Context: an optimization exercise on an open-source flow, tuned for small area. The choices shown serve that exercise and are no tape-out recipe. Where RTL was checked, it was by simulation tests only, not by an equivalence proof against the original. Function not checked in runs 1, 2 and 4 to 6: the RTL went through the layout flow alone. Power and IR drop assume default switching activity.

===== flow/flow/run.sh =====
#!/bin/bash
# Standard layout (the standard.sh), with these changes:
#  - synthesis buffers are removed before global placement,
#  - the clock tree uses clkbuf_4/clkbuf_8, no dummy loads, clusters of 16,
#  - ports get the smallest buffer (buf_1).
export PRE_GLOBAL_PLACE_TCL="$PWD/flow/pre_gpl.tcl"
export CTS_ARGS="-sink_clustering_enable -repair_clock_nets -dont_use_dummy_load -buf_list {sky130_fd_sc_hd__clkbuf_4 sky130_fd_sc_hd__clkbuf_8} -sink_clustering_size 16 -sink_clustering_max_diameter 60"
export BUFFER_PORTS_ARGS="-buffer_cell sky130_fd_sc_hd__buf_1"
bash standard.sh > standard.log 2>&1

===== flow/flow/pre_gpl.tcl =====
remove_buffers

===== flow/standard.sh =====
#!/bin/bash
# synth_recipe.tcl (not shown) runs the flow's synth.tcl, then flattens the netlist and writes it again
# the make line also repeats each setting of config.mk as NAME=value (left out here)
make -C /OpenROAD-flow-scripts/flow DESIGN_CONFIG=/design/flow/config.mk WORK_HOME=/design/flow/orfs CLKGATE_MAP_FILE= SYNTH_SCRIPT=/design/flow/synth_recipe.tcl "${@:-finish}"

===== flow/config.mk =====
export PLATFORM = sky130hd
export DESIGN_NAME = pipe_core
export DESIGN_NICKNAME = pipe_core
export VERILOG_FILES = /design/flow/design.v
export SDC_FILE = /design/flow/constraint.sdc
export NUM_CORES = 4
export LEC_CHECK = 0
export ABC_AREA = 1
export CAP_MARGIN = 0
export CORE_MARGIN = 2
export CORE_UTILIZATION = 40
export GPL_TIMING_DRIVEN = 0
export SLEW_MARGIN = 0

===== flow/constraint.sdc =====
create_clock -name core_clock -period 5.5 [get_ports {clk}]
set_input_delay 1.1000 -clock core_clock [delete_from_list [all_inputs] [get_ports {clk}]]
set_output_delay 1.1000 -clock core_clock [all_outputs]
set_load 0.01 [all_outputs]

===== flow/design.v =====
package pipe_pkg;
    localparam int N_REGS    = 8;
    localparam int MEM_WORDS = 16;
endpackage
`timescale 1ns/10ps
module pipe_core (
    input  logic        clk,
    input  logic        rst,
    input  logic        in_valid,
    input  logic [15:0] in_instr,
    output logic        in_ready,
    output logic        trace_valid,
    output logic [75:0] trace,
    input  logic        trace_ready
);
    localparam logic [3:0] OP_ADD  = 4'd1;
    localparam logic [3:0] OP_SUB  = 4'd2;
    localparam logic [3:0] OP_ADDI = 4'd3;
    localparam logic [3:0] OP_LD   = 4'd4;
    localparam logic [3:0] OP_ST   = 4'd5;
    function automatic logic [15:0] rreg(input logic [7:1][15:0] r, input logic [2:0] ad);
        case (ad)
            3'd1:    rreg = r[1];
            3'd2:    rreg = r[2];
            3'd3:    rreg = r[3];
            3'd4:    rreg = r[4];
            3'd5:    rreg = r[5];
            3'd6:    rreg = r[6];
            3'd7:    rreg = r[7];
            default: rreg = 16'd0;
        endcase
    endfunction
    function automatic logic [3:0] bump(input logic [3:0] c);
        bump = (c == 4'hf) ? c : c + 4'd1;
    endfunction
    logic [15:0] now;
    logic        hold;
    logic        stall;
    logic        f_v, d_v, x_v, m_v;
    logic [15:0] f_i, d_i, x_i, m_i;
    logic [15:0] f_c, d_c, x_c, m_c;
    logic [3:0]  f_s, d_s, x_s, m_s;
    logic [7:0]  t_seq;
    logic [15:0] t_i, t_res, t_fc, t_rc;
    logic [3:0]  t_s;
    assign trace = {t_seq, t_i, t_res, t_fc, t_rc, t_s};
    assign hold  = trace_valid && !trace_ready;
    logic [3:0] f_op;
    logic       f_rs_use, f_rt_use, f_rd_use;
    always_comb begin
        f_op     = f_i[15:12];
        f_rs_use = (f_op >= OP_ADD) && (f_op <= OP_ST);
        f_rt_use = (f_op == OP_ADD) || (f_op == OP_SUB);
        f_rd_use = (f_op == OP_ST);
    end
    assign stall = d_v && (d_i[15:12] == OP_LD) && (d_i[11:9] != 3'd0) && f_v
                   && ((f_rs_use && f_i[8:6] == d_i[11:9])
                       || (f_rt_use && f_i[5:3] == d_i[11:9])
                       || (f_rd_use && f_i[11:9] == d_i[11:9]));
    assign in_ready = !hold && !stall;
    always_ff @(posedge clk) begin
        if (rst) now <= '0;
        else     now <= now + 16'd1;
    end
    always_ff @(posedge clk) begin
        if (rst) begin
            f_v <= 1'b0;
            d_v <= 1'b0;
            x_v <= 1'b0;
            m_v <= 1'b0;
        end else if (!hold) begin
            f_v <= stall ? f_v : in_valid;
            d_v <= f_v && !stall;
            x_v <= d_v;
            m_v <= x_v;
        end
    end
    always_ff @(posedge clk) begin
        if (in_ready) begin
            f_i <= in_instr;
            f_c <= now;
        end
        f_s <= in_ready ? 4'd0 : bump(f_s);
        if (!hold) begin
            d_i <= f_i;
            d_c <= f_c;
            x_i <= d_i;
            x_c <= d_c;
            m_i <= x_i;
            m_c <= x_c;
        end
        d_s <= hold ? bump(d_s) : f_s;
        x_s <= hold ? bump(x_s) : d_s;
        m_s <= hold ? bump(m_s) : x_s;
    end
    logic [7:1][15:0] regs;
    logic [15:0] mem_n [16];
    logic [3:0]  op;
    logic [2:0]  rd, rs, rt, p2;
    logic        is_add, is_sub, is_addi, is_ld, is_st, is_alu, wr;
    logic [15:0] a, b2, bop, sum, res;
    logic [16:0] sum_c;
    logic [3:0]  addr;
    always_comb begin
        op      = m_i[15:12];
        rd      = m_i[11:9];
        rs      = m_i[8:6];
        rt      = m_i[5:3];
        is_add  = (op == OP_ADD);
        is_sub  = (op == OP_SUB);
        is_addi = (op == OP_ADDI);
        is_ld   = (op == OP_LD);
        is_st   = (op == OP_ST);
        is_alu  = is_add || is_sub || is_addi;
        wr      = is_alu || is_ld;
        p2      = is_st ? rd : rt;
        a       = rreg(regs, rs);
        b2      = rst ? 16'd0 : rreg(regs, p2);
        addr    = a[3:0] + m_i[3:0];
        bop     = (is_add || is_sub) ? b2 : {{10{m_i[5]}}, m_i[5:0]};
        sum_c   = {a, 1'b1} + {bop ^ {16{is_sub}}, is_sub};
        sum     = sum_c[16:1];
        res     = ({16{is_ld && !rst}} & ~mem_n[addr])
                | ({16{is_st}} & b2)
                | ({16{is_alu && !rst}} & sum);
    end
    logic        retire;
    logic [15:0] r_wdata, m_wdata;
    assign retire  = m_v && !hold;
    assign r_wdata = res;
    assign m_wdata = b2;
    always_ff @(posedge clk) begin
        for (int i = 1; i < 8; i++) begin
            if (rst || (retire && wr && rd == 3'(i))) regs[i] <= r_wdata;
        end
    end
    always_ff @(posedge clk) begin
        for (int i = 0; i < 16; i++) begin
            if (rst || (retire && is_st && addr == 4'(i))) mem_n[i] <= ~m_wdata;
        end
    end
    always_ff @(posedge clk) begin
        if (rst) trace_valid <= 1'b0;
        else if (!hold) trace_valid <= m_v;
    end
    always_ff @(posedge clk) begin
        if (rst) t_seq <= 8'hff;
        else     t_seq <= t_seq + {7'd0, retire};
    end
    always_ff @(posedge clk) begin
        if (!hold) begin
            t_i   <= m_i;
            t_res <= res;
            t_fc  <= m_c;
            t_rc  <= now;
            t_s   <= m_s;
        end
    end
endmodule

==> impl_metrics.csv, run 1 <==
group,metric,value,unit
cts,holdBufCountCts,0,
floorplan,coreArea,0.0602,mm^2
yosys,synth.avg_cell_area,13.0,um^2
global_routing,antenna_found_initial,0,
global_routing,globalRoute.totalOverflow,0,
cts,cts_tree,"built",
global_routing,grt_pass1_wl,89.5,mm
floorplan,die_area,0.0628,mm^2
yosys,synthArstFlopShare,0,%
cts,clkLatencyLatePin,0.65,ns
worst_setup_path,ff2ff_path_depth,19,
routing,met3WireLength,3.69,mm
routing,routedWlPerCell,21.2,um
power_and_ir_drop,clockPowerShare,21.9,%
floorplan,initial_utilization,40.4,%
power_and_ir_drop,ir_drop,211,uV
power_and_ir_drop,switchingPower,0.00277,W
timing,maxSlewHeadroom,18.1,%
routing,drt_iter0_drc,1400,
worst_setup_path,crit_start,"m_i[8]",
yosys,yosys.area.top_type,"edfxtp_1",
yosys,netlist.area_leader.share,71.1,%
worst_setup_path,end_kind,"flop",
cts,clockBufferDepth,3,
power_and_ir_drop,netSwitchingFraction,29.0,%
yosys,ys_seq_area_share,73.8,%
power_and_ir_drop,combinationalPowerShare,19.3,%
global_routing,grt_pass1_vias,14761,
min_path,holdPathEnd,"m_c[3]",
timing,setup_slack,0.240,ns
finish,final_common_cell,"edfxtp_1",
placement,dp_hpwl,39.1,mm
routing,viasPerCell,5.37,
timing,hold_viol,0,
worst_setup_path,crit_fanout,10,
run,drv_cap,0,
yosys,syn_inst,1871,
routing,route.met2.wl,28.9,mm
routing,highest_layer,"met4",
cts,clockRootBuffer,"clkbuf_8",
finish,final_cell_mix,"576 x edfxtp_1, 431 x nand2_1, 147 x inv_1, 96 x nor2_1, 96 x buf_1",
yosys,yosysWarningCount,2,
outcome,outcome,"complete, no violations",
routing,wl_met1,25.3,mm
worst_setup_path,regToRegStartpoint,"m_i[8]",
finish,nets,2091,
power_and_ir_drop,p_leak,9.65,nW
finish,area_delta_synth_final,12.9,%
power_and_ir_drop,p_int,0.00677,W
worst_setup_path,r2r_slack,0.24,ns
floorplan,die_w,251,um
yosys,syn-cell-area,0.0243,mm^2
yosys,yosys_most_used_dff,"edfxtp_1",
global_routing,grt_max_degree,133,
cts,cts_buffers,46,
floorplan,num_rows,90,
routing,vias,15182,
cts,h-tree-depth,2,
yosys,synth_cell_types,54,
yosys,synth-edff-count,576,
yosys,ys_ff_latch,609,
timing,fin_worst_skew,0.0496,ns
cts,clock-sinks,609,
worst_setup_path,required,5.92,ns
worst_setup_path,worstReg2RegEnd,"regs[109]",
timing,tightest_slew,1.22,ns
placement,port_buffers,97,
routing,drcViolationCount,0,
yosys,synth_area_leaders,"edfxtp_1 71%, nand2_1 6.8%, dfxtp_1 2.7%",
worst_setup_path,cp_data_arrival_time,5.68,ns
global_routing,track_usage,18.9,%
finish,drive_gt1_share,11.1,%
power_and_ir_drop,powerDensity,347,mW/mm^2
routing,drtPass1Iterations,5,
finish,n_antenna_cell,0,
placement,dp_slack,-1.42,ns
worst_setup_path,crit_path_start_kind,"flop",
timing,post-route-min-period,5.26,ns
min_path,min_path_type,"reg2reg",
routing,wl,59.9,mm
power_and_ir_drop,p_seq_share,58.8,%
timing,period_share,95.6,%
timing,setup_viol,0,
min_path,hold_depth,0,
timing,slew_viol_final,0,
routing,postRouteAntennaNets,0,
floorplan,die_height,251,um
worst_setup_path,criticalPathCategory,"reg2reg",
placement,routabilityCongestion,0.896,
timing,fin_worst_hold_slack,0.417,ns
yosys,synthesis.nets,1917,
min_path,min_from,"x_c[3]",
floorplan,boundaryPins,98,
cts,clk_pin_slew,0.10,ns
timing,clock.fmax,190,MHz
power groups by stage:
stage | clock [W] | sequential (W) | combinational, W
2_1_floorplan | 0 | 0.00570 | 0.00104
3_3_place_gp | 0 | 0.00572 | 0.00157
3_5_place_dp | 0 | 0.00571 | 0.00170
4_1_cts | 0.00215 | 0.00561 | 0.00179
5_1_grt | 0.00230 | 0.00564 | 0.00201
6_report | 0.00209 | 0.00561 | 0.00184
worst max-delay path, cell delays in order (launching register included):
cell and delay [ns]:
edfxtp_1 0.59, nand3_2 0.29, clkinv_2 0.30, a22o_1 0.29, nor4_2 0.38, inv_1 0.14, ha_1 0.24, fa_1 0.48
xnor2_4 0.33, inv_1 0.21, nand2_4 0.26, nor2_4 0.14, buf_4 0.23, nand2_1 0.07, nand2_1 0.05, nor2_1 0.11
nand2_1 0.09, nor3_1 0.43, nor2_1 0.10, nand2_1 0.29
worst max-delay path by stage:
stage | end | slack [ns] | cells past startpoint
floorplan | mem_n[0][0] | 0.82 | 10
global placement | in_ready | -4.01 | 6
detailed placement | regs[108] | -1.42 | 24
CTS | regs[60] | 0.02 | 24
global route | regs[44] | -0.06 | 26
finish | regs[109] | 0.24 | 19
registers in the layout, indices dropped and copies added (netlist names), 4 cells and up:
register  cells
d_c          16
d_i          16
d_s           4
f_c          16
f_i          16
f_s           4
m_c          16
m_i          16
m_s           4
mem_n       256
now          16
regs        112
t_fc         16
t_i          16
t_rc         16
t_res        16
t_s           4
t_seq         8
x_c          16
x_i          16
x_s           4
cells in the mapped netlist (19+ instances only):
| cell | instances |
|---|---|
| nor2_1 | 98 |
| ha_1 | 25 |
| edfxtp_1 | 576 |
| nand4_1 | 70 |
| o21ai_0 | 63 |
| buf_2 | 20 |
| nand2_1 | 441 |
| inv_1 | 153 |
| dfxtp_1 | 33 |
| o22ai_1 | 32 |
| a21oi_1 | 51 |
| o31ai_1 | 21 |
| a22oi_1 | 33 |
| clkbuf_1 | 19 |
| nand3_1 | 82 |
cells by family after synthesis:
family | count (synthesis) | share of synthesized area, %
adder cells (fa/ha/maj) | 26 | 1.37
AND/OR/NAND/NOR | 756 | 14.0
AO/OA/AOI/OAI | 266 | 7.09
XOR/XNOR | 13 | 0.468
flip-flops | 609 | 73.8
buffers and inverters | 201 | 3.25
per-layer routing:
metal | track usage, % | vias up
met4 | 7.03 | 0
met2 | 31.4 | 548
li1 | - | 7091
met1 | 25.1 | 7416
met3 | 2.82 | 127
met5 | 0 | -
per-stage QoR:
step | TNS (ns) | util, % | std cells | total power [W] | area [um^2]
after global routing | -0.359 | 45.6 | 2825 | 0.00995 | 27500
after CTS | 0 | 45.2 | 2814 | 0.00955 | 27300
after global placement | -1045.76 | 42.3 | 2708 | 0.00728 | 25500
final | 0 | 45.6 | 2825 | 0.00954 | 27500
after floorplan | 0 | - | 1871 | 0.00674 | 24300
after detailed placement | -96.91 | 43.6 | 2745 | 0.00742 | 26200
area by class of cell:
| class | instances | area (um^2) |
|---|---|---|
| multi-input cells | 1062 | 6110 |
| repair buffers | 167 | 1140 |
| inverters | 159 | 639 |
| clock buffers | 46 | 633 |
| fillers | 5324 | 32800 |
| well taps | 782 | 978 |
| flip-flops and latches | 609 | 18000 |
timing repair:
action,in CTS,in global routing
resized for setup,32,20
setup endpoints to repair,128,86
pin swaps,6,7
gates cloned,1,0
setup buffers,22,10
==> run 2: changes to the inputs <==
--- a/flow/config.mk
+++ b/flow/config.mk
@@ -12,2 +12,3 @@
 export GPL_TIMING_DRIVEN = 0
+export PLACE_DENSITY = 0.8
 export SLEW_MARGIN = 0
==> impl_metrics.csv, run 2 <==
group,metric,value,unit
cts,h-tree-depth,2,
timing,period_share,97.1,%
global_routing,globalRoute.totalOverflow,0,
worst_setup_path,required,5.72,ns
yosys,syn_inst,1871,
yosys,ys_seq_area_share,73.8,%
yosys,syn-cell-area,0.0243,mm^2
placement,dp_slack,-1.25,ns
power_and_ir_drop,ir_drop,175,uV
timing,slew_viol_final,0,
worst_setup_path,cp_slowest_cell,"edfxtp_1",
finish,n_antenna_cell,0,
power_and_ir_drop,p_leak,9.72,nW
power_and_ir_drop,powerDensity,349,mW/mm^2
finish,top_regs,"mem_n x256, regs x112",
cts,clockBufferDepth,3,
finish,final_common_cell,"edfxtp_1",
finish,drive_gt1_share,11.6,%
floorplan,num_rows,90,
floorplan,initial_utilization,40.4,%
cts,clock-sinks,609,
placement,dp_cells,2744,
cts,clockRootBuffer,"clkbuf_8",
timing,clock.fmax,187,MHz
worst_setup_path,criticalPathCategory,"reg2reg",
yosys,synthArstFlopShare,0,%
routing,drtPass1Iterations,6,
yosys,synth.avg_cell_area,13.0,um^2
timing,maxSlewHeadroom,6.95,%
worst_setup_path,crit_top_cell,"inv_1",
timing,hold_viol,0,
placement,dp_hpwl,38.8,mm
placement,placed_cell_area,0.0262,mm^2
cts,clk_pin_slew,0.10,ns
min_path,min_path_type,"reg2reg",
yosys,synth_common_cells,"576 x edfxtp_1, 441 x nand2_1, 153 x inv_1",
run,drv_cap,0,
routing,routedWlPerCell,21.1,um
floorplan,die_w,251,um
placement,port_buffers,97,
placement,routabilityCongestion,0.879,
global_routing,grt_pass1_wl,87.8,mm
routing,vias,15909,
finish,nets,2105,
global_routing,antenna_found_initial,0,
yosys,netlist.area_leader.share,71.1,%
timing,setup_slack,0.159,ns
finish,fin_area,0.0275,mm^2
finish,top_register,"mem_n",
yosys,synth_cell_types,54,
cts,cts_tree,"built",
routing,viasPerCell,5.60,
routing,drcViolationCount,0,
yosys,ys_ff_latch,609,
yosys,yosys_most_used_dff,"edfxtp_1",
finish,largest_register_ffs,256,
worst_setup_path,crit_fanout,16,
yosys,synth_area_leaders,"edfxtp_1 71%, nand2_1 6.8%, dfxtp_1 2.7%",
worst_setup_path,end_kind,"flop",
yosys,synthesis.nets,1917,
floorplan,die_area,0.0628,mm^2
global_routing,grt_max_degree,99,
routing,postRouteAntennaNets,0,
global_routing,track_usage,18.2,%
finish,area_delta_synth_final,13.2,%
worst_setup_path,worstPathCellList,"inv_1, nand3_1, clkinvlp_4, a22o_1, nor4_1, inv_1, ha_1, fa_1, xnor2_4, inv_1, nand2_4, nor2_4, nand2_1, nand4_1, nor2_1, nand3_1, o221ai_1",
timing,setup_viol,0,
floorplan,boundaryPins,98,
cts,clkLatencyLatePin,0.67,ns
routing,wl,59.9,mm
routing,drt_iter0_drc,2086,
finish,final_cells,2839,
global_routing,grt_pass1_vias,15259,
timing,tightest_slew,1.39,ns
timing,fin_worst_skew,0.0965,ns
cts,cts_buffers,47,
worst_setup_path,slowest_delay,0.57,ns
yosys,synth_most_common_cell,"edfxtp_1",
cts,holdBufCountCts,0,
finish,final_cell_mix,"576 x edfxtp_1, 430 x nand2_1, 146 x inv_1, 97 x nor2_1, 96 x buf_1",
worst_setup_path,cp_data_arrival_time,5.57,ns
timing,post-route-min-period,5.34,ns
floorplan,die_height,251,um
yosys,yosys.area.top_type,"edfxtp_1",
yosys,synth-edff-count,576,
worst_setup_path,crit_path_start_kind,"flop",
floorplan,coreArea,0.0602,mm^2
outcome,outcome,"complete, no violations",
power_and_ir_drop,design_power_total,0.00961,W
yosys,yosysWarningCount,2,
[run 2: routing by layer]
| metal | vias to the layer above | global-route usage, % | wire [um] |
|---|---|---|---|
| li1 | 7116 | - | - |
| met2 | 955 | 31.3 | 29700 |
| met4 | 0 | 8.13 | 2510 |
| met1 | 7644 | 22.7 | 22400 |
| met5 | - | 0 | 0 |
| met3 | 194 | 2.89 | 5410 |
[run 2: through the flow]
step	TNS, ns	hold slack (ns)	utilization, %
6_report	0	0.351	45.7
5_1_grt	-1.09	0.364	45.7
4_1_cts	0	0.363	44.9
3_5_place_dp	-68.40	0.405	43.5
3_3_place_gp	-811.42	0.401	42.3
2_1_floorplan	0	0.400	-
[run 2: cell type report]
cell class                      instances  area (um^2)
Clock buffer                           47          647
Fill cell                            5012        32700
Inverter                              159          639
Multi-Input combinational cell       1061         6080
Sequential cell                       609        18000
Tap cell                              782          978
Timing Repair Buffer                  181         1240
[run 2: worst paths after layout]
path	from	to	slack, ns	cells past startpoint
hold / removal	f_i[1]	d_i[1]	0.35	0
setup reg to reg	m_i[6]	regs[19]	0.16	17
hold reg to reg	f_i[1]	d_i[1]	0.35	0
setup / recovery	m_i[6]	regs[19]	0.16	17
[run 2: repair_timing]
action	in CTS	in global routing
pin swaps	3	12
setup buffers	9	39
resized for setup	24	26
setup endpoints to repair	128	120
hold endpoints to repair	0	0
[run 2: cells by family after synthesis]
| logic type | after synthesis | share of synthesized area [%] |
|---|---|---|
| and+or+nand+nor | 756 | 14.0 |
| adders and majority gates | 26 | 1.37 |
| DFF | 609 | 73.8 |
| xor gates and xnor gates | 13 | 0.468 |
| AOI/OAI and AO/OA | 266 | 7.09 |
| buffers and inverters | 201 | 3.25 |
[run 2: where the power goes]
part | internal [W] | switching (W)
clock network | 0.000765 | 0.00133
logic | 0.000560 | 0.00133
registers | 0.00548 | 0.000135
total | 0.00681 | 0.00280
[run 2: worst max-delay path: cells and delay by family (launching register included)]
kind / cells / cell delay [ns]
simple gates: 8 / 1.89
xor+xnor: 1 / 0.24
compound gates: 2 / 0.60
fa+ha+maj: 2 / 0.75
flops: 1 / 0.57
buf+inv: 4 / 0.85
==> run 3: changes to the inputs <==
--- a/flow/design.v
+++ b/flow/design.v
@@ -32,5 +32,2 @@
     endfunction
-    function automatic logic [3:0] bump(input logic [3:0] c);
-        bump = (c == 4'hf) ? c : c + 4'd1;
-    endfunction
     logic [15:0] now;
@@ -41,5 +38,6 @@
     logic [15:0] f_c, d_c, x_c, m_c;
-    logic [3:0]  f_s, d_s, x_s, m_s;
+    logic        f_l, d_l, x_l, m_l;
     logic [7:0]  t_seq;
     logic [15:0] t_i, t_res, t_fc, t_rc;
+    logic        t_l;
     logic [3:0]  t_s;
@@ -64,2 +62,14 @@
     end
+    logic tick, tick_seen, long_hold;
+    assign tick      = (now[3:0] == 4'd0);
+    assign long_hold = hold && tick_seen && tick;
+    always_ff @(posedge clk) begin
+        tick_seen <= hold && (tick_seen || tick);
+    end
+    logic [7:0] age;
+    assign age = t_rc[7:0] - t_fc[7:0];
+    always_comb begin
+        if (t_l || age[7:5] != 3'd0 || age[4:0] > 5'd18) t_s = 4'hf;
+        else                                            t_s = age[3:0] - 4'd4;
+    end
     always_ff @(posedge clk) begin
@@ -82,3 +92,3 @@
         end
-        f_s <= in_ready ? 4'd0 : bump(f_s);
+        f_l <= !in_ready && (f_l || long_hold);
         if (!hold) begin
@@ -91,5 +101,5 @@
         end
-        d_s <= hold ? bump(d_s) : f_s;
-        x_s <= hold ? bump(x_s) : d_s;
-        m_s <= hold ? bump(m_s) : x_s;
+        d_l <= hold ? (d_l || long_hold) : f_l;
+        x_l <= hold ? (x_l || long_hold) : d_l;
+        m_l <= hold ? (m_l || long_hold) : x_l;
     end
@@ -155,3 +165,3 @@
             t_rc  <= now;
-            t_s   <= m_s;
+            t_l   <= m_l;
         end
--- a/flow/config.mk
+++ b/flow/config.mk
@@ -12,3 +12,2 @@
 export GPL_TIMING_DRIVEN = 0
-export PLACE_DENSITY = 0.8
 export SLEW_MARGIN = 0
==> impl_metrics.csv, run 3 <==
group,metric,value,unit
min_path,min_path_type,"reg2reg",
yosys,yosys.area.top_type,"edfxtp_1",
routing,routedWlPerCell,20.9,um
routing,drt_iter0_drc,1585,
global_routing,track_usage,18.6,%
global_routing,grt_pass1_vias,14548,
yosys,synth_top_family_by_area,"simple AND/OR/NAND/NOR gates",
timing,post-route-min-period,5.30,ns
finish,final_common_cell,"edfxtp_1",
timing,period_share,96.4,%
cts,clock-sinks,595,
global_routing,grt_pass1_wl,87.5,mm
timing,rsz0062_at_grt,"yes",
global_routing,globalRoute.totalOverflow,0,
worst_setup_path,criticalPathCategory,"reg2reg",
yosys,synth_cell_types,60,
routing,wl,59.2,mm
placement,routabilityCongestion,0.854,
floorplan,boundaryPins,98,
power_and_ir_drop,combinationalPowerShare,20.6,%
finish,nets,2101,
routing,met3WireLength,4.27,mm
power_and_ir_drop,p_seq_share,57.6,%
routing,vias,15138,
worst_setup_path,r2r_slack,0.20,ns
finish,final_cell_mix,"561 x edfxtp_1, 428 x nand2_1, 149 x inv_1, 100 x nor2_1, 97 x buf_1",
power_and_ir_drop,ir_drop,186,uV
timing,slew_viol_final,0,
floorplan,die_height,250,um
cts,h-tree-depth,2,
yosys,syn-cell-area,0.0241,mm^2
worst_setup_path,crit_path_start_kind,"flop",
global_routing,grt_max_degree,51,
yosys,yosys.area_share.adder,1.72,%
run,drv_cap,0,
yosys,synthMuxAreaShare,0,%
placement,placed_cell_area,0.0261,mm^2
timing,clock.fmax,189,MHz
routing,wl_met1,24.6,mm
cts,clockBufferDepth,3,
worst_setup_path,required,5.74,ns
yosys,ys_seq_area_share,72.7,%
yosys,synth_simple_gate_area_share,13.8,%
cts,clk_pin_slew,0.10,ns
placement,dp_hpwl,39.0,mm
yosys,synth_common_cells,"561 x edfxtp_1, 437 x nand2_1, 158 x inv_1",
power_and_ir_drop,netSwitchingFraction,29.2,%
yosys,netlist.area_leader.share,69.8,%
routing,drtPass1Iterations,7,
worst_setup_path,end_kind,"flop",
power_and_ir_drop,switchingPower,0.00279,W
finish,final_cells,2831,
yosys,synth.avg_cell_area,12.9,um^2
placement,dp_cells,2736,
finish,largest_register_ffs,256,
power_and_ir_drop,p_leak,9.75,nW
yosys,syn_inst,1864,
cts,clockRootBuffer,"clkbuf_8",
floorplan,coreArea,0.0600,mm^2
yosys,synthArstFlopShare,0,%
yosys,ys_ff_latch,595,
placement,port_buffers,97,
yosys,synth_xor_area_share,0.690,%
timing,fin_worst_skew,0.0823,ns
yosys,synth-edff-count,561,
yosys,synth_most_common_cell,"edfxtp_1",
timing,setup_viol,0,
power_and_ir_drop,clockPowerShare,21.9,%
finish,drive_gt1_share,12.0,%
routing,drcViolationCount,0,
cts,holdBufCountCts,0,
routing,highest_layer,"met4",
yosys,synth_compound_area_share,7.43,%
outcome,outcome,"complete, no violations",
yosys,yosysWarningCount,2,
routing,route.met2.wl,28.4,mm
worst_setup_path,crit_fanout,16,
timing,tightest_slew,1.23,ns
floorplan,initial_utilization,40.2,%
finish,top_regs,"mem_n x256, regs x112",
power_and_ir_drop,powerDensity,348,mW/mm^2
cts,cts_buffers,47,
cts,cts_tree,"built",
yosys,synth_area_leaders,"edfxtp_1 70%, nand2_1 6.8%, dfxtp_1 2.8%",
worst_setup_path,cp_data_arrival_time,5.54,ns
floorplan,die_w,250,um
finish,area_delta_synth_final,13.7,%
finish,top_register,"mem_n",
yosys,yosys_most_used_dff,"edfxtp_1",
yosys,synthesis.nets,1916,
floorplan,num_rows,90,
finish,fin_area,0.0274,mm^2
timing,hold_viol,0,
floorplan,die_area,0.0623,mm^2
routing,postRouteAntennaNets,0,
timing,maxSlewHeadroom,17.9,%
cts,clkLatencyLatePin,0.67,ns
routing,viasPerCell,5.35,
global_routing,antenna_found_initial,0,
power_and_ir_drop,p_int,0.00674,W
==> run 3: path summary, 6_finish.rpt <==
check        cells past startpoint    from        to
min reg2reg                      0  x_c[2]    m_c[2]
max                             16  m_i[7]  regs[21]
min                              0  x_c[2]    m_c[2]
max reg2reg                     16  m_i[7]  regs[21]
==> run 3: kinds of logic after synthesis <==
logic type	after synthesis
AND/OR/NAND/NOR	735
flip-flops	595
AO/OA/AOI/OAI	272
buffers and inverters	211
adder cells (fa/ha/maj)	32
XOR/XNOR	19
==> run 3: per-layer routing <==
metal	up-vias	GRT usage, %
met3	120	2.52
met4	0	6.92
li1	7043	-
met5	-	0
met1	7391	25.2
met2	584	30.9
==> run 3: area by class of cell <==
cell class                 count  area [um^2]
fill                        5283        32600
clock buffer                  47          647
antenna                        2         5.00
sequential                   595        17500
timing repair buffer         182         1480
multi-input combinational   1058         6120
tap                          782          978
inverter                     165          657
==> run 3: timing repair <==
item                                    in CTS  in global routing
gates resized for setup                     18                 21
endpoints found under the setup margin     124                101
gates cloned                                 0                  0
pin swaps                                    2                 12
buffers inserted                             6                 40
==> run 3: worst max-delay path, stage by stage, from the launching register on <==
cell and delay, ns:
edfxtp_1 0.49, inv_2 0.11, nand3_1 0.26, inv_1 0.37
a22o_1 0.32, nor3_1 0.36, inv_1 0.14, ha_1 0.24
fa_1 0.52, nor2_1 0.21, clkinvlp_4 0.39, nor2_4 0.60
nand2_1 0.12, nand4_1 0.13, nor2_1 0.10, nand3_1 0.12
o211ai_1 0.38
==> run 3: power by group through the flow <==
stage | registers (W) | logic (W) | clock network, W
global route | 0.00552 | 0.00215 | 0.00229
CTS | 0.00549 | 0.00182 | 0.00216
floorplan | 0.00558 | 0.00114 | 0
finish | 0.00549 | 0.00196 | 0.00208
global placement | 0.00559 | 0.00165 | 0
detailed placement | 0.00559 | 0.00179 | 0
==> run 3: stage by stage <==
step	hold slack [ns]	utilization, %	TNS [ns]	power (W)	worst slack, ns
2_1_floorplan	0.400	-	-0.132	0.00672	-0.132
3_3_place_gp	0.401	42.0	-696.68	0.00724	-2.18
3_5_place_dp	0.405	43.4	-47.71	0.00738	-1.12
4_1_cts	0.402	44.8	0	0.00946	0.107
5_1_grt	0.407	45.7	-2.29	0.00996	-0.0802
6_report	0.399	45.7	0	0.00953	0.200
==> run 4: changes to the inputs <==
--- a/flow/design.v
+++ b/flow/design.v
@@ -113,2 +113,3 @@
     logic [3:0]  addr;
+    logic [3:0]  m_a;
     always_comb begin
@@ -128,3 +129,3 @@
         b2      = rst ? 16'd0 : rreg(regs, p2);
-        addr    = a[3:0] + m_i[3:0];
+        addr    = m_a;
         bop     = (is_add || is_sub) ? b2 : {{10{m_i[5]}}, m_i[5:0]};
@@ -141,2 +142,11 @@
     assign m_wdata = b2;
+    logic [3:0]  x_base;
+    logic [15:0] x_reg;
+    always_comb begin
+        x_reg  = rreg(regs, x_i[8:6]);
+        x_base = (retire && wr && rd != 3'd0 && rd == x_i[8:6]) ? r_wdata[3:0] : x_reg[3:0];
+    end
+    always_ff @(posedge clk) begin
+        if (!hold) m_a <= x_base + x_i[3:0];
+    end
     always_ff @(posedge clk) begin
==> flow/flow/run.sh (replaced) <==
#!/bin/bash
# Standard layout with a leaner clock tree (no dummy loads, smaller
# buffers) and the smallest buffer on the ports.
export CTS_ARGS="-sink_clustering_enable -repair_clock_nets -dont_use_dummy_load -buf_list {sky130_fd_sc_hd__clkbuf_4 sky130_fd_sc_hd__clkbuf_8} -sink_clustering_size 16 -sink_clustering_max_diameter 60"
export BUFFER_PORTS_ARGS="-buffer_cell sky130_fd_sc_hd__buf_1"
bash standard.sh > standard.log 2>&1
--- a/flow/config.mk
+++ b/flow/config.mk
@@ -11,3 +11,2 @@
 export CORE_UTILIZATION = 40
-export GPL_TIMING_DRIVEN = 0
 export SLEW_MARGIN = 0
removed: flow/flow/pre_gpl.tcl
==> impl_metrics.csv, run 4 <==
group,metric,value,unit
worst_setup_path,cp_slowest_cell,"o21ai_2",
power_and_ir_drop,p_int,0.00672,W
floorplan,die_w,250,um
routing,viasPerCell,5.54,
worst_setup_path,cp_data_arrival_time,5.32,ns
routing,drcViolationCount,0,
placement,routabilityCongestion,0.873,
yosys,synthesis.nets,1855,
floorplan,num_rows,90,
yosys,syn_inst,1803,
global_routing,track_usage,19.3,%
finish,fillCellCount,5385,
global_routing,antenna_found_initial,1,
power_and_ir_drop,switchingPower,0.00277,W
timing,hold_viol,0,
yosys,synth_most_common_cell,"edfxtp_1",
placement,dp_slack,0.516,ns
yosys,synthArstFlopShare,0,%
worst_setup_path,crit_fanout,24,
timing,clock.fmax,198,MHz
timing,rsz0062_at_grt,"no",
power_and_ir_drop,netSwitchingFraction,29.2,%
timing,period_share,91.9,%
finish,top_regs,"mem_n x256, regs x112",
placement,dp_hpwl,40.7,mm
finish,multi_input_area,0.00574,mm^2
placement,dp_cells,2706,
floorplan,die_area,0.0624,mm^2
finish,seqCellArea,0.0176,mm^2
power_and_ir_drop,powerDensity,356,mW/mm^2
timing,post-route-min-period,5.05,ns
yosys,ys_ff_latch,599,
placement,port_buffers,97,
yosys,synth.avg_cell_area,13.4,um^2
floorplan,initial_utilization,40.3,%
power_and_ir_drop,p_seq_share,58.6,%
timing,maxSlewHeadroom,23.3,%
finish,nets,2026,
timing,setup_slack,0.446,ns
cts,h-tree-depth,2,
cts,clock-sinks,599,
yosys,synth_cell_types,60,
timing,slew_viol_final,0,
routing,vias,15271,
yosys,synth_area_leaders,"edfxtp_1 70%, nand2_1 4.6%, inv_1 2.8%",
cts,clkLatencyLatePin,0.68,ns
routing,routedWlPerCell,22.1,um
cts,clockBufferDepth,3,
routing,drt_iter0_drc,1404,
finish,final_cells,2755,
finish,top_register,"mem_n",
floorplan,coreArea,0.0600,mm^2
outcome,outcome,"complete, no violations",
finish,final_common_cell,"edfxtp_1",
worst_setup_path,end_kind,"flop",
routing,wl,60.8,mm
timing,tightest_slew,1.15,ns
timing,fin_worst_skew,0.0872,ns
cts,cts_buffers,46,
run,drv_cap,0,
yosys,syn-cell-area,0.0242,mm^2
power_and_ir_drop,clockPowerShare,22.0,%
worst_setup_path,crit_top_cell,"nand2_1",
floorplan,die_height,250,um
yosys,yosys.area.top_type,"edfxtp_1",
global_routing,grt_pass1_wl,91.4,mm
worst_setup_path,slowest_delay,0.78,ns
global_routing,globalRoute.totalOverflow,0,
yosys,synth-edff-count,565,
cts,cts_tree,"built",
worst_setup_path,criticalPathCategory,"reg2reg",
yosys,yosysWarningCount,2,
routing,drtPass1Iterations,6,
worst_setup_path,crit_path_start_kind,"flop",
finish,final_cell_mix,"565 x edfxtp_1, 296 x nand2_1, 180 x inv_1, 97 x buf_1, 82 x nand3_1",
routing,postRouteAntennaNets,0,
worst_setup_path,required,5.77,ns
yosys,synth_common_cells,"565 x edfxtp_1, 296 x nand2_1, 183 x inv_1",
yosys,netlist.area_leader.share,70.2,%
power_and_ir_drop,p_leak,9.35,nW
floorplan,boundaryPins,98,
cts,clockRootBuffer,"clkbuf_8",
worst_setup_path,worstPathCellList,"nor2_4, nand2_4, nand2_1, nand2_2, nand3_2, nor2_1, a21oi_1, o221ai_1, o21ai_2, o21ai_0, o21ai_0, inv_1, ha_1, nand2_1, nand2_1, nand2_1, nand2_1, a21oi_1, o21a_1, o21ai_1, or2_2, nand2_1, o211ai_1",
cts,clk_pin_slew,0.10,ns
finish,area_delta_synth_final,10.2,%
min_path,min_path_type,"reg2reg",
global_routing,grt_max_degree,73,
yosys,ys_seq_area_share,73.0,%
finish,drive_gt1_share,9.74,%
power_and_ir_drop,ir_drop,221,uV
power_and_ir_drop,combinationalPowerShare,19.4,%
timing,setup_viol,0,
finish,largest_register_ffs,256,
global_routing,grt_pass1_vias,14935,
yosys,yosys_most_used_dff,"edfxtp_1",
## run 4: cell types whose count changed after synthesis, moves of 9 or more
cell      change
nor2_1       -21
inv_1        +25
a221oi_1     +26
clkbuf_1     +19
a22o_1       +30
nand4_1      -14
o21ai_0      +11
nor4_1        +9
nand2_1     -141
nor2_4       -15
## run 4: worst paths after layout
check	start	to	slack, ns	cells after the start
setup / recovery	m_i[13]	regs[58]	0.45	23
hold / removal	f_c[15]	d_c[15]	0.40	0
setup reg to reg	m_i[13]	regs[58]	0.45	23
hold reg to reg	f_c[15]	d_c[15]	0.40	0
## run 4: timing repair
action | 4_1_cts | 5_1_grt
gates resized for setup | 0 | 3
endpoints found under the setup margin | 0 | 8
setup buffers | 0 | 2
hold buffers | 0 | 0
## run 4: metal layers
layer  vias up  wire length, um  global-route usage, %
met5         -                0                      0
met4         0             1480                   5.27
met3       102             3770                   3.35
met2       508            28800                   31.8
met1      7663            26700                   26.4
li1       6998                -                      -
## run 4: kinds of logic (layout without fill, tap and decap cells)
| kind of cell | Yosys count | in the layout | share of synthesized area [%] |
|---|---|---|---|
| xor gates and xnor gates | 14 | 14 | 0.507 |
| adders and majority gates | 32 | 32 | 1.72 |
| and+or+nand+nor | 573 | 573 | 10.7 |
| buffers and inverters | 234 | 403 | 3.76 |
| DFF | 599 | 599 | 73.0 |
| other | 0 | 1 | 0 |
| AOI/OAI and AO/OA | 351 | 351 | 10.3 |
## run 4: layout make-up
type / count / share of cell area (%)
Antenna cell: 1 / 0.00939
Clock buffer: 46 / 2.38
Inverter: 184 / 2.62
Multi-Input combinational cell: 970 / 21.6
Sequential cell: 599 / 66.2
Tap cell: 782 / 3.67
Timing Repair Buffer: 173 / 3.51
## run 4: power groups by stage
stage                     logic, W  registers, W  clock network (W)
after floorplan            0.00107       0.00563                  0
after global placement     0.00181       0.00566                  0
after detailed placement   0.00183       0.00567                  0
after CTS                  0.00184       0.00556            0.00215
after global routing       0.00200       0.00560            0.00230
final                      0.00184       0.00556            0.00209
## run 4: worst max-delay path: cells and delay by family (launching register included)
kind / cells / cell delay, ns
compound gates: 9 / 1.99
fa+ha+maj: 1 / 0.34
buf+inv: 1 / 0.06
flops: 1 / 0.48
simple gates: 12 / 1.82
## run 4: per-stage QoR
stage               instance area [um^2]  util (%)  TNS [ns]  hold WS [ns]  total power, W
CTS                                26600      44.3         0         0.395         0.00955
finish                             26600      44.4         0         0.396         0.00949
global route                       26600      44.4         0         0.406         0.00990
floorplan                          24200         -    -0.187         0.400         0.00670
global placement                   26000      43.3         0         0.400         0.00747
detailed placement                 26000      43.3         0         0.405         0.00750
==> run 5: changes to the inputs <==
--- a/flow/design.v
+++ b/flow/design.v
@@ -68,7 +68,7 @@
     end
-    logic [7:0] age;
-    assign age = t_rc[7:0] - t_fc[7:0];
+    logic [7:0] st;
+    assign st = t_rc[7:0] + ~t_fc[7:0] + 8'd253;
     always_comb begin
-        if (t_l || age[7:5] != 3'd0 || age[4:0] > 5'd18) t_s = 4'hf;
-        else                                            t_s = age[3:0] - 4'd4;
+        if (t_l || st[7:4] != 4'd0) t_s = 4'hf;
+        else                       t_s = st[3:0];
     end
==> impl_metrics.csv, run 5 <==
group,metric,value,unit
worst_setup_path,crit_path_start_kind,"flop",
placement,port_buffers,97,
timing,setup_viol,0,
routing,drtPass1Iterations,6,
global_routing,grt_pass1_vias,14684,
finish,top_regs,"mem_n x256, regs x112",
floorplan,die_area,0.0622,mm^2
routing,postRouteAntennaNets,0,
power_and_ir_drop,powerDensity,352,mW/mm^2
routing,wl,60.3,mm
global_routing,track_usage,19.1,%
cts,h-tree-depth,2,
power_and_ir_drop,p_seq_share,59.4,%
worst_setup_path,crit_fanout,11,
yosys,ys_seq_area_share,73.2,%
outcome,outcome,"complete, no violations",
worst_setup_path,criticalPathCategory,"reg2reg",
cts,cts_resized,0,
floorplan,die_w,249,um
global_routing,grt_pass1_wl,90.7,mm
cts,holdBufCountCts,0,
routing,routedWlPerCell,21.7,um
cts,clockRootBuffer,"clkbuf_8",
finish,drive_gt1_share,8.17,%
yosys,synth_most_common_cell,"edfxtp_1",
floorplan,die_height,249,um
timing,slew_viol_final,0,
worst_setup_path,crit_top_cell,"nand2_1",
yosys,syn_inst,1836,
power_and_ir_drop,combinationalPowerShare,18.2,%
worst_setup_path,end_kind,"flop",
yosys,synthArstFlopShare,0,%
placement,routabilityCongestion,0.884,
placement,dp_hpwl,40.3,mm
yosys,ys_ff_latch,599,
worst_setup_path,worstReg2RegEnd,"t_res[10]",
worst_setup_path,ff2ff_path_depth,26,
finish,final_common_cell,"edfxtp_1",
cts,clk_pin_slew,0.09,ns
worst_setup_path,r2r_slack,0.37,ns
yosys,yosys_most_used_dff,"edfxtp_1",
power_and_ir_drop,p_int,0.00672,W
worst_setup_path,cp.depth,26,
floorplan,coreArea,0.0592,mm^2
finish,area_delta_synth_final,10.3,%
routing,drt_iter0_drc,1440,
yosys,synth-edff-count,565,
timing,tightest_slew,1.01,ns
floorplan,num_rows,89,
yosys,syn-cell-area,0.0241,mm^2
power_and_ir_drop,clockPowerShare,22.3,%
timing,period_share,93.3,%
global_routing,antenna_found_initial,0,
power_and_ir_drop,netSwitchingFraction,28.3,%
power_and_ir_drop,ir_drop,177,uV
cts,cts_tree,"built",
cts,clock-sinks,599,
timing,rsz0062_at_grt,"no",
cts,clockBufferDepth,3,
cts,postCtsSetupBuffers,0,
yosys,yosys.area.top_type,"edfxtp_1",
min_path,min_path_type,"reg2reg",
worst_setup_path,required,5.69,ns
yosys,yosysWarningCount,2,
timing,hold_viol,0,
routing,viasPerCell,5.45,
worst_setup_path,slowest_delay,0.48,ns
floorplan,initial_utilization,40.7,%
worst_setup_path,crit_path_end,"t_res[10]",
yosys,synthesis.nets,1893,
timing,post-route-min-period,5.13,ns
yosys,synth_common_cells,"565 x edfxtp_1, 351 x nand2_1, 195 x inv_1",
placement,dp_cells,2732,
cts,cts_buffers,48,
finish,post-route-util,44.9,%
run,drv_cap,0,
timing,fin_worst_skew,0.0929,ns
worst_setup_path,crit_start,"m_i[13]",
finish,nets,2066,
finish,largest_register_ffs,256,
worst_setup_path,cp_data_arrival_time,5.32,ns
routing,vias,15149,
floorplan,boundaryPins,98,
yosys,netlist.area_leader.share,70.4,%
global_routing,grt_max_degree,171,
finish,final_cell_mix,"565 x edfxtp_1, 351 x nand2_1, 193 x inv_1, 97 x buf_1, 83 x nor2_1",
worst_setup_path,regToRegStartpoint,"m_i[13]",
global_routing,globalRoute.totalOverflow,0,
cts,clkLatencyLatePin,0.66,ns
worst_setup_path,path_buf_inv,3,
timing,maxSlewHeadroom,30.9,%
power_and_ir_drop,p_leak,9.46,nW
worst_setup_path,path_delay_family,"simple AND/OR/NAND/NOR gates",
worst_setup_path,cp_slowest_cell,"edfxtp_1",
yosys,synth_cell_types,53,
power_and_ir_drop,switchingPower,0.00265,W
yosys,synth_area_leaders,"edfxtp_1 70%, nand2_1 5.5%, inv_1 3.0%",
finish,final_cells,2781,
finish,top_register,"mem_n",
timing,clock.fmax,195,MHz
routing,drcViolationCount,0,
yosys,synth.avg_cell_area,13.1,um^2
-- run 5: metrics by stage --
step	cell area [um^2]	setup slack, ns	hold slack [ns]	TNS [ns]	power [W]
floorplan	24100	-0.187	0.400	-0.187	0.00666
global placement	25900	0.680	0.401	0	0.00734
detailed placement	25900	0.463	0.405	0	0.00736
CTS	26600	0.369	0.407	0	0.00945
global route	26600	0.0164	0.407	0	0.00980
finish	26600	0.369	0.407	0	0.00937
-- run 5: logic make-up after synthesis --
family | Yosys count | share of synthesized area, %
simple gates | 595 | 10.5
fa+ha+maj | 37 | 1.98
flops | 599 | 73.2
buf+inv | 245 | 3.89
xor+xnor | 21 | 0.763
compound gates | 339 | 9.65
-- run 5: area by class of cell --
cell class / count / area [um^2]
fill: 5326 / 32700
sequential: 599 / 17600
multi-input combinational: 992 / 5630
tap: 773 / 967
timing repair buffer: 170 / 937
inverter: 198 / 747
clock buffer: 48 / 661
antenna: 1 / 2.50
-- run 5: how the worst min path moves through the flow --
stage                       start      end  slack [ns]  depth (start not counted)
after CTS                  x_c[0]   m_c[0]        0.41                          0
after global placement    f_c[13]  d_c[13]        0.40                          0
after floorplan            f_c[0]   d_c[0]        0.40                          0
after global routing       x_c[0]   m_c[0]        0.41                          0
final                      m_c[2]  t_fc[2]        0.41                          0
after detailed placement  f_c[11]  d_c[11]        0.40                          0
-- run 5: power by group through the flow --
| stage | combinational (W) | clock, W | sequential, W |
|---|---|---|---|
| after detailed placement | 0.00169 | 0 | 0.00567 |
| final | 0.00171 | 0.00209 | 0.00557 |
| after global placement | 0.00167 | 0 | 0.00567 |
| after CTS | 0.00170 | 0.00218 | 0.00557 |
| after global routing | 0.00188 | 0.00232 | 0.00560 |
| after floorplan | 0.00103 | 0 | 0.00563 |
-- run 5: metal layers --
metal / routed length [um] / global-route usage, %
met2: 28200 / 31.0
met1: 26900 / 26.9
met3: 3820 / 2.72
met5: 0 / 0
met4: 1380 / 5.65
-- run 5: worst reg2reg max path: stages (launching register included) --
cell      delay [ns]
edfxtp_1        0.48
nor2_4          0.21
nand2_2         0.21
nand2_1         0.11
nand2_1         0.16
nand3_1         0.29
inv_1           0.18
buf_4           0.22
a211oi_1        0.24
o221ai_1        0.27
nand2_1         0.18
nor2_1          0.05
o22ai_1         0.11
inv_1           0.06
ha_1            0.35
nand2_1         0.09
nand2_1         0.05
nand2_1         0.05
nand2_1         0.08
nand2_1         0.08
nand2_1         0.05
a21oi_1         0.17
o21a_1          0.17
o21ai_0         0.12
or2_2           0.29
nand2_1         0.08
o211ai_1        0.31
==> run 6: changes to the inputs <==
==> flow/flow/run.sh (replaced) <==
#!/bin/bash
# Standard layout (the standard.sh), with these changes:
#  - synthesis buffers are removed before global placement,
#  - the clock tree uses clkbuf_4/clkbuf_8, no dummy loads, clusters of 16,
#  - ports get the smallest buffer (buf_1).
export PRE_GLOBAL_PLACE_TCL="$PWD/flow/pre_gpl.tcl"
export CTS_ARGS="-sink_clustering_enable -repair_clock_nets -dont_use_dummy_load -buf_list {sky130_fd_sc_hd__clkbuf_4 sky130_fd_sc_hd__clkbuf_8} -sink_clustering_size 16 -sink_clustering_max_diameter 60"
export BUFFER_PORTS_ARGS="-buffer_cell sky130_fd_sc_hd__buf_1"
bash standard.sh > standard.log 2>&1
==> flow/flow/pre_gpl.tcl (new file) <==
remove_buffers
--- a/flow/config.mk
+++ b/flow/config.mk
@@ -11,2 +11,3 @@
 export CORE_UTILIZATION = 40
+export GPL_TIMING_DRIVEN = 0
 export SLEW_MARGIN = 0
==> impl_metrics.csv, run 6 <==
group,metric,value,unit
power_and_ir_drop,powerDensity,349,mW/mm^2
routing,highest_layer,"met4",
yosys,syn_inst,1836,
yosys,synth_compound_area_share,9.65,%
yosys,synth_area_leaders,"edfxtp_1 70%, nand2_1 5.5%, inv_1 3.0%",
global_routing,grt_pass1_vias,14660,
timing,clock.fmax,191,MHz
yosys,synthesis.nets,1893,
cts,clockRootBuffer,"clkbuf_8",
min_path,min_path_type,"reg2reg",
timing,post-route-min-period,5.22,ns
yosys,synth_cell_types,53,
finish,largest_register_ffs,256,
yosys,synth_most_common_cell,"edfxtp_1",
finish,final_common_cell,"edfxtp_1",
placement,routabilityCongestion,0.882,
yosys,yosys.area.top_type,"edfxtp_1",
finish,area_delta_synth_final,12.4,%
worst_setup_path,crit_path_start_kind,"input port",
finish,final_cell_mix,"565 x edfxtp_1, 345 x nand2_1, 189 x inv_1, 97 x buf_1, 78 x nor2_1",
min_path,hold_depth,0,
yosys,synth-edff-count,565,
cts,h-tree-depth,2,
finish,nets,2060,
power_and_ir_drop,ir_drop,177,uV
routing,met3WireLength,3.75,mm
run,drv_cap,0,
worst_setup_path,ff2ff_path_depth,27,
global_routing,globalRoute.totalOverflow,0,
min_path,min_from,"f_c[0]",
routing,routedWlPerCell,21.2,um
worst_setup_path,worstReg2RegEnd,"m_a[3]",
timing,slew_viol_final,0,
global_routing,track_usage,18.5,%
finish,final_cells,2776,
min_path,holdPathEnd,"d_c[0]",
cts,cts_tree,"built",
yosys,syn-cell-area,0.0241,mm^2
finish,post-route-util,45.7,%
cts,cts_buffers,48,
cts,clk_pin_slew,0.10,ns
cts,holdBufCountCts,0,
worst_setup_path,required,5.91,ns
floorplan,boundaryPins,98,
floorplan,coreArea,0.0592,mm^2
placement,port_buffers,97,
worst_setup_path,cp_data_arrival_time,5.64,ns
timing,hold_viol,0,
worst_setup_path,r2r_slack,0.33,ns
worst_setup_path,crit_top_cell,"nand2_1",
outcome,outcome,"complete, no violations",
cts,clkLatencyLatePin,0.68,ns
floorplan,die_height,249,um
finish,drive_gt1_share,9.75,%
floorplan,die_area,0.0622,mm^2
routing,wl_met1,25.3,mm
timing,tightest_slew,1.43,ns
yosys,synthArstFlopShare,0,%
worst_setup_path,criticalPathCategory,"in2reg",
floorplan,die_w,249,um
finish,top_register,"mem_n",
yosys,synth.avg_cell_area,13.1,um^2
global_routing,grt_pass1_wl,88.2,mm
worst_setup_path,slowest_delay,1.01,ns
routing,viasPerCell,5.50,
worst_setup_path,cp_slowest_cell,"buf_1",
finish,top_regs,"mem_n x256, regs x112",
worst_setup_path,end_kind,"flop",
yosys,ys_ff_latch,599,
placement,dp_hpwl,40.1,mm
global_routing,antenna_found_initial,2,
power_and_ir_drop,p_leak,9.55,nW
yosys,synth_simple_gate_area_share,10.5,%
yosys,netlist.area_leader.share,70.4,%
floorplan,initial_utilization,40.7,%
cts,clockBufferDepth,3,
timing,setup_viol,0,
routing,drtPass1Iterations,6,
worst_setup_path,regToRegStartpoint,"m_i[13]",
placement,dp_cells,2704,
timing,fin_worst_skew,0.0909,ns
routing,drt_iter0_drc,1575,
worst_setup_path,crit_fanout,27,
global_routing,grt_max_degree,44,
yosys,yosysWarningCount,2,
yosys,ys_seq_area_share,73.2,%
timing,tns,0,ns
timing,rsz0062_at_grt,"no",
cts,clock-sinks,599,
yosys,synthMuxAreaShare,0,%
yosys,yosys.area_share.adder,1.98,%
floorplan,num_rows,89,
yosys,yosys_most_used_dff,"edfxtp_1",
routing,vias,15263,
worst_setup_path,worstPathCellList,"buf_1, inv_4, nand3_1, nand3_1, o21ai_0, inv_1, ha_1, nand2_1, o21ai_1, a21oi_1, o21ai_0, nand3_2, nand2_1, o21ai_0, ha_1, a21oi_1, nand2_1, xor2_1, inv_1, nand2_1, nand2_1",
yosys,synth_xor_area_share,0.763,%
routing,wl,58.7,mm
yosys,synth_common_cells,"565 x edfxtp_1, 351 x nand2_1, 195 x inv_1",
routing,postRouteAntennaNets,0,
routing,route.met2.wl,27.8,mm
routing,drcViolationCount,0,
timing,period_share,95.0,%
finish,fillCellCount,5280,
yosys,synth_top_family_by_area,"simple AND/OR/NAND/NOR gates",
timing,maxSlewHeadroom,4.83,%
==> run 6: changes by cell type in the layout (fill, tap and decap cells not counted), sizes merged <==
cell,delta
buf,-7
diode,+1
clkinvlp,+3
inv,-3
o21ai,+1
==> run 6: worst max path at each step <==
stage | startpoint | to | slack (ns) | cells after the start
3_3_place_gp | trace_ready | in_ready | -2.49 | 6
6_report | rst | m_a[3] | 0.28 | 21
3_5_place_dp | m_i[13] | m_a[3] | -1.14 | 25
5_1_grt | m_i[13] | m_a[3] | 0.004 | 28
2_1_floorplan | trace_ready | in_ready | -0.19 | 5
4_1_cts | m_i[13] | m_a[3] | -0.02 | 24
==> run 6: per-layer routing <==
metal	GRT usage, %	vias up
met4	6.94	0
met5	0	-
met3	2.84	125
met2	30.0	563
met1	25.2	7525
li1	-	7050
==> run 6: final cells by class <==
type,instances,area [um^2],area share (%)
Timing Repair Buffer,163,1130,4.17
Tap cell,773,967,3.57
Multi-Input combinational cell,993,5910,21.8
Inverter,198,763,2.82
Antenna cell,2,5.00,0.0185
Clock buffer,48,661,2.44
Sequential cell,599,17600,65.2
==> run 6: timing repair <==
action	in CTS	in global routing
buffers inserted	15	6
cloned	0	1
setup endpoints to repair	107	74
hold endpoints to repair	0	0
pin swaps	2	6
resized for setup	16	18
==> run 6: kinds of logic (layout without fill, tap and decap cells) <==
logic type | Yosys count | count (layout)
XOR/XNOR | 21 | 21
adder cells (fa/ha/maj) | 37 | 37
buffers and inverters | 245 | 409
AO/OA/AOI/OAI | 339 | 340
other | 0 | 2
flip-flops | 599 | 599
AND/OR/NAND/NOR | 595 | 595
==> run 6: metrics by stage <==
step                hold WS, ns  power [W]  instance area [um^2]  worst slack [ns]
floorplan                 0.400    0.00666                 24100            -0.187
global placement          0.402    0.00726                 25200             -2.49
detailed placement        0.405    0.00737                 26100             -1.14
CTS                       0.400    0.00947                 26900           -0.0195
global route              0.393    0.00985                 27100           0.00355
finish                    0.393    0.00945                 27100             0.277
==> run 6: worst max-delay path, delay by kind of cell <==
kind | cells | cell delay, ns
xor+xnor | 1 | 0.19
fa+ha+maj | 2 | 0.66
compound gates | 6 | 0.86
simple gates | 8 | 1.08
buf+inv | 4 | 1.67
==> run 6: where the power goes <==
group / internal [W] / switching [W] / leakage (nW)
clock: 0.000780 / 0.00132 / 0.345
sequential: 0.00541 / 0.000150 / 5.75
combinational: 0.000547 / 0.00123 / 3.46
total: 0.00674 / 0.00271 / 9.55
==> run 7: changes to the inputs <==
--- a/flow/design.v
+++ b/flow/design.v
@@ -68,7 +68,7 @@
     end
-    logic [7:0] st;
-    assign st = t_rc[7:0] + ~t_fc[7:0] + 8'd253;
+    logic [7:0] age;
+    assign age = t_rc[7:0] - t_fc[7:0];
     always_comb begin
-        if (t_l || st[7:4] != 4'd0) t_s = 4'hf;
-        else                       t_s = st[3:0];
+        if (t_l || age[7:5] != 3'd0 || age[4:0] > 5'd18) t_s = 4'hf;
+        else                                            t_s = age[3:0] - 4'd4;
     end
@@ -113,3 +113,2 @@
     logic [3:0]  addr;
-    logic [3:0]  m_a;
     always_comb begin
@@ -129,3 +128,3 @@
         b2      = rst ? 16'd0 : rreg(regs, p2);
-        addr    = m_a;
+        addr    = a[3:0] + m_i[3:0];
         bop     = (is_add || is_sub) ? b2 : {{10{m_i[5]}}, m_i[5:0]};
@@ -142,11 +141,2 @@
     assign m_wdata = b2;
-    logic [3:0]  x_base;
-    logic [15:0] x_reg;
-    always_comb begin
-        x_reg  = rreg(regs, x_i[8:6]);
-        x_base = (retire && wr && rd != 3'd0 && rd == x_i[8:6]) ? r_wdata[3:0] : x_reg[3:0];
-    end
-    always_ff @(posedge clk) begin
-        if (!hold) m_a <= x_base + x_i[3:0];
-    end
     always_ff @(posedge clk) begin
==> flow/flow/run.sh (replaced) <==
#!/bin/bash
# Standard layout with a leaner clock tree (no dummy loads, smaller
# buffers) and the smallest buffer on the ports.
export CTS_ARGS="-sink_clustering_enable -repair_clock_nets -dont_use_dummy_load -buf_list {sky130_fd_sc_hd__clkbuf_4 sky130_fd_sc_hd__clkbuf_8} -sink_clustering_size 16 -sink_clustering_max_diameter 60"
export GPL_KEEP_OVERFLOW=0
export BUFFER_PORTS_ARGS="-buffer_cell sky130_fd_sc_hd__buf_1"
bash standard.sh > standard.log 2>&1
--- a/flow/config.mk
+++ b/flow/config.mk
@@ -11,3 +11,2 @@
 export CORE_UTILIZATION = 40
-export GPL_TIMING_DRIVEN = 0
 export SLEW_MARGIN = 0
removed: flow/flow/pre_gpl.tcl
==> impl_metrics.csv, run 7 <==
group,metric,value,unit
outcome,outcome,"complete, no violations",
finish,seqCellArea,0.0175,mm^2
worst_setup_path,required,5.74,ns
power_and_ir_drop,powerDensity,347,mW/mm^2
yosys,synthesis.nets,1916,
cts,holdBufCountCts,0,
cts,cts_tree,"built",
worst_setup_path,crit_fanout,16,
timing,post-route-min-period,5.29,ns
placement,dp_slack,-0.871,ns
yosys,synth_cell_types,60,
yosys,synth_area_leaders,"edfxtp_1 70%, nand2_1 6.8%, dfxtp_1 2.8%",
yosys,syn-cell-area,0.0241,mm^2
floorplan,initial_utilization,40.2,%
yosys,synth_common_cells,"561 x edfxtp_1, 437 x nand2_1, 158 x inv_1",
cts,clockRootBuffer,"clkbuf_8",
finish,final_cell_mix,"561 x edfxtp_1, 429 x nand2_1, 150 x inv_1, 100 x nor2_1, 97 x buf_1",
yosys,synth.avg_cell_area,12.9,um^2
finish,multi_input_area,0.00611,mm^2
finish,final_common_cell,"edfxtp_1",
floorplan,die_area,0.0623,mm^2
timing,clock.fmax,189,MHz
timing,slew_viol_final,0,
global_routing,grt_max_degree,55,
yosys,ys_seq_area_share,72.7,%
finish,drive_gt1_share,11.5,%
finish,fillCellCount,5367,
global_routing,track_usage,19.6,%
global_routing,grt_pass1_vias,14565,
routing,drtPass1Iterations,6,
cts,clock-sinks,595,
finish,nets,2092,
min_path,min_path_type,"reg2reg",
run,drv_cap,0,
worst_setup_path,end_kind,"flop",
yosys,yosysWarningCount,2,
worst_setup_path,cp_data_arrival_time,5.53,ns
floorplan,num_rows,90,
placement,port_buffers,97,
cts,clk_pin_slew,0.10,ns
finish,final_cells,2820,
timing,hold_viol,0,
power_and_ir_drop,p_leak,9.67,nW
floorplan,die_height,250,um
cts,h-tree-depth,2,
finish,top_register,"mem_n",
routing,viasPerCell,5.46,
worst_setup_path,slowest_delay,0.61,ns
timing,maxSlewHeadroom,11.6,%
placement,dp_cells,2736,
global_routing,grt_pass1_wl,91.8,mm
routing,routedWlPerCell,22.0,um
worst_setup_path,cp_slowest_cell,"nor2_4",
yosys,yosys_most_used_dff,"edfxtp_1",
global_routing,antenna_found_initial,0,
yosys,synthMuxAreaShare,0,%
worst_setup_path,criticalPathCategory,"reg2reg",
worst_setup_path,r2r_slack,0.21,ns
placement,dp_hpwl,40.7,mm
timing,fin_worst_skew,0.107,ns
yosys,synth-edff-count,561,
worst_setup_path,worstPathCellList,"nand3_2, inv_1, a21oi_1, inv_1, nor3_1, inv_1, ha_1, fa_1, inv_1, nor2_1, clkinvlp_4, nor2_4, nand2_1, nand4_1, nor2_1, nand4_1, nand3_1",
finish,largest_register_ffs,256,
yosys,synth_simple_gate_area_share,13.8,%
yosys,syn_inst,1864,
finish,area_delta_synth_final,12.9,%
timing,period_share,96.1,%
finish,top_regs,"mem_n x256, regs x112",
yosys,synth_xor_area_share,0.690,%
floorplan,coreArea,0.0600,mm^2
global_routing,globalRoute.totalOverflow,0,
routing,postRouteAntennaNets,0,
routing,drcViolationCount,0,
yosys,yosys.area.top_type,"edfxtp_1",
yosys,synthArstFlopShare,0,%
timing,setup_viol,0,
placement,routabilityCongestion,0.872,
worst_setup_path,path_buf_inv,5,
worst_setup_path,crit_path_start_kind,"flop",
yosys,synth_compound_area_share,7.43,%
timing,tightest_slew,1.33,ns
yosys,synth_top_family_by_area,"simple AND/OR/NAND/NOR gates",
worst_setup_path,crit_top_cell,"inv_1",
yosys,yosys.area_share.adder,1.72,%
placement,placed_cell_area,0.0261,mm^2
cts,clockBufferDepth,3,
routing,vias,15400,
routing,wl,62.1,mm
timing,setup_slack,0.212,ns
power_and_ir_drop,design_power_total,0.00946,W
yosys,synth_most_common_cell,"edfxtp_1",
yosys,ys_ff_latch,595,
finish,n_antenna_cell,0,
cts,cts_buffers,46,
cts,clkLatencyLatePin,0.68,ns
floorplan,boundaryPins,98,
routing,drt_iter0_drc,1528,
finish,fin_area,0.0272,mm^2
yosys,netlist.area_leader.share,69.8,%
floorplan,die_w,250,um
power_and_ir_drop,ir_drop,194,uV
worst_setup_path,path_delay_family,"simple AND/OR/NAND/NOR gates",
[run 7: cell count changes after synthesis, sizes merged, moves of 7 or more]
cell,change
nand2,+90
nor2,+32
inv,-33
a22o,-27
a22oi,+21
nand3b,+7
a21oi,-7
a221oi,-20
nand4,+15
buf,+17
o2111ai,-7
clkbuf,-18
o21ai,-12
a211oi,-7
[run 7: cell families after synthesis]
| kind of cell | Yosys count |
|---|---|
| xor+xnor | 19 |
| flops | 595 |
| simple gates | 735 |
| fa+ha+maj | 32 |
| buf+inv | 211 |
| compound gates | 272 |
[run 7: stage by stage]
stage	setup TNS, ns	hold WS (ns)	utilization [%]
after floorplan	-0.132	0.400	-
after global placement	-731.17	0.400	42.0
after detailed placement	-40.00	0.405	43.4
after CTS	0	0.423	44.8
after global routing	-0.0651	0.426	45.4
final	0	0.420	45.4
[run 7: where the power goes]
part / total [W] / leakage (nW) / internal (W) / switching [W]
clock: 0.00207 / 0.331 / 0.000749 / 0.00132
sequential: 0.00550 / 5.71 / 0.00536 / 0.000135
combinational: 0.00189 / 3.63 / 0.000579 / 0.00131
total: 0.00946 / 9.67 / 0.00669 / 0.00277
[run 7: final cells by class]
type	instances	share of cell area, %
flip-flops and latches	595	64.3
inverters	165	2.41
clock buffers	46	2.32
well taps	782	3.59
multi-input cells	1058	22.4
repair buffers	174	4.90
[run 7: worst register-to-register path, delay by kind of cell (launching register included)]
kind / cells / cell delay [ns]
and+or+nand+nor: 9 / 2.43
buffers and inverters: 5 / 0.90
DFF: 1 / 0.54
adders and majority gates: 2 / 0.82
AOI/OAI and AO/OA: 1 / 0.20
[run 7: repair_timing]
item	4_1_cts	5_1_grt
pin swaps	2	10
endpoints found under the setup margin	120	104
setup buffers	13	25
gates resized for setup	8	30
[run 7: metal layers]
layer	GRT usage, %	up-vias	routed length [um]
met2	31.9	652	29200
met4	6.33	0	1910
met5	0	-	0
li1	-	7033	-
met3	2.74	125	4690
met1	27.1	7590	26300
[run 7: final timing paths]
kind / startpoint / depth (start not counted) / to
setup reg to reg: m_i[8] / 17 / t_res[14]
hold / removal: f_c[12] / 0 / d_c[12]
setup / recovery: m_i[8] / 17 / t_res[14]
hold reg to reg: f_c[12] / 0 / d_c[12]

==> what the ideal ports hide <==
The results above use ideal ports. As a check the final layouts listed here were re-extracted and re-timed, cells and wires unchanged.
Step 1: set_driving_cell puts a clkbuf_16 on clk and a buf_2 on each other input, an assumption about the parent block.
Step 2 moves the port delays by t, midway between the first and last clock arrival at a register: inputs arrive t later, outputs are due t later. That takes back most of the time a late clock gives input paths.
Slacks: ideal ports / drivers / drivers and shift; pairs: ideal ports / drivers.
run	t, ns	setup WS [ns]	worst data-port slew with drivers (ns)
run 1	0.679	0.240 / 0.240 / -0.188	0.06
run 2	0.676	0.159 / 0.159 / -0.125	0.06
run 3	0.676	0.200 / 0.200 / 0.056	0.06
run 4	0.692	0.446 / 0.446 / 0.446	0.04
run 5	0.662	0.369 / 0.369 / 0.369	0.05
run 6	0.676	0.277 / 0.294 / -0.382	0.08
run 7	0.683	0.212 / 0.212 / -0.098	0.06
Met with ideal ports but missed after step 2: setup timing in run 1, run 2, run 6 and run 7. For run 6, which loses most, drivers alone change the setup slack by +0.017 ns; drivers and shift together by -0.659 ns.
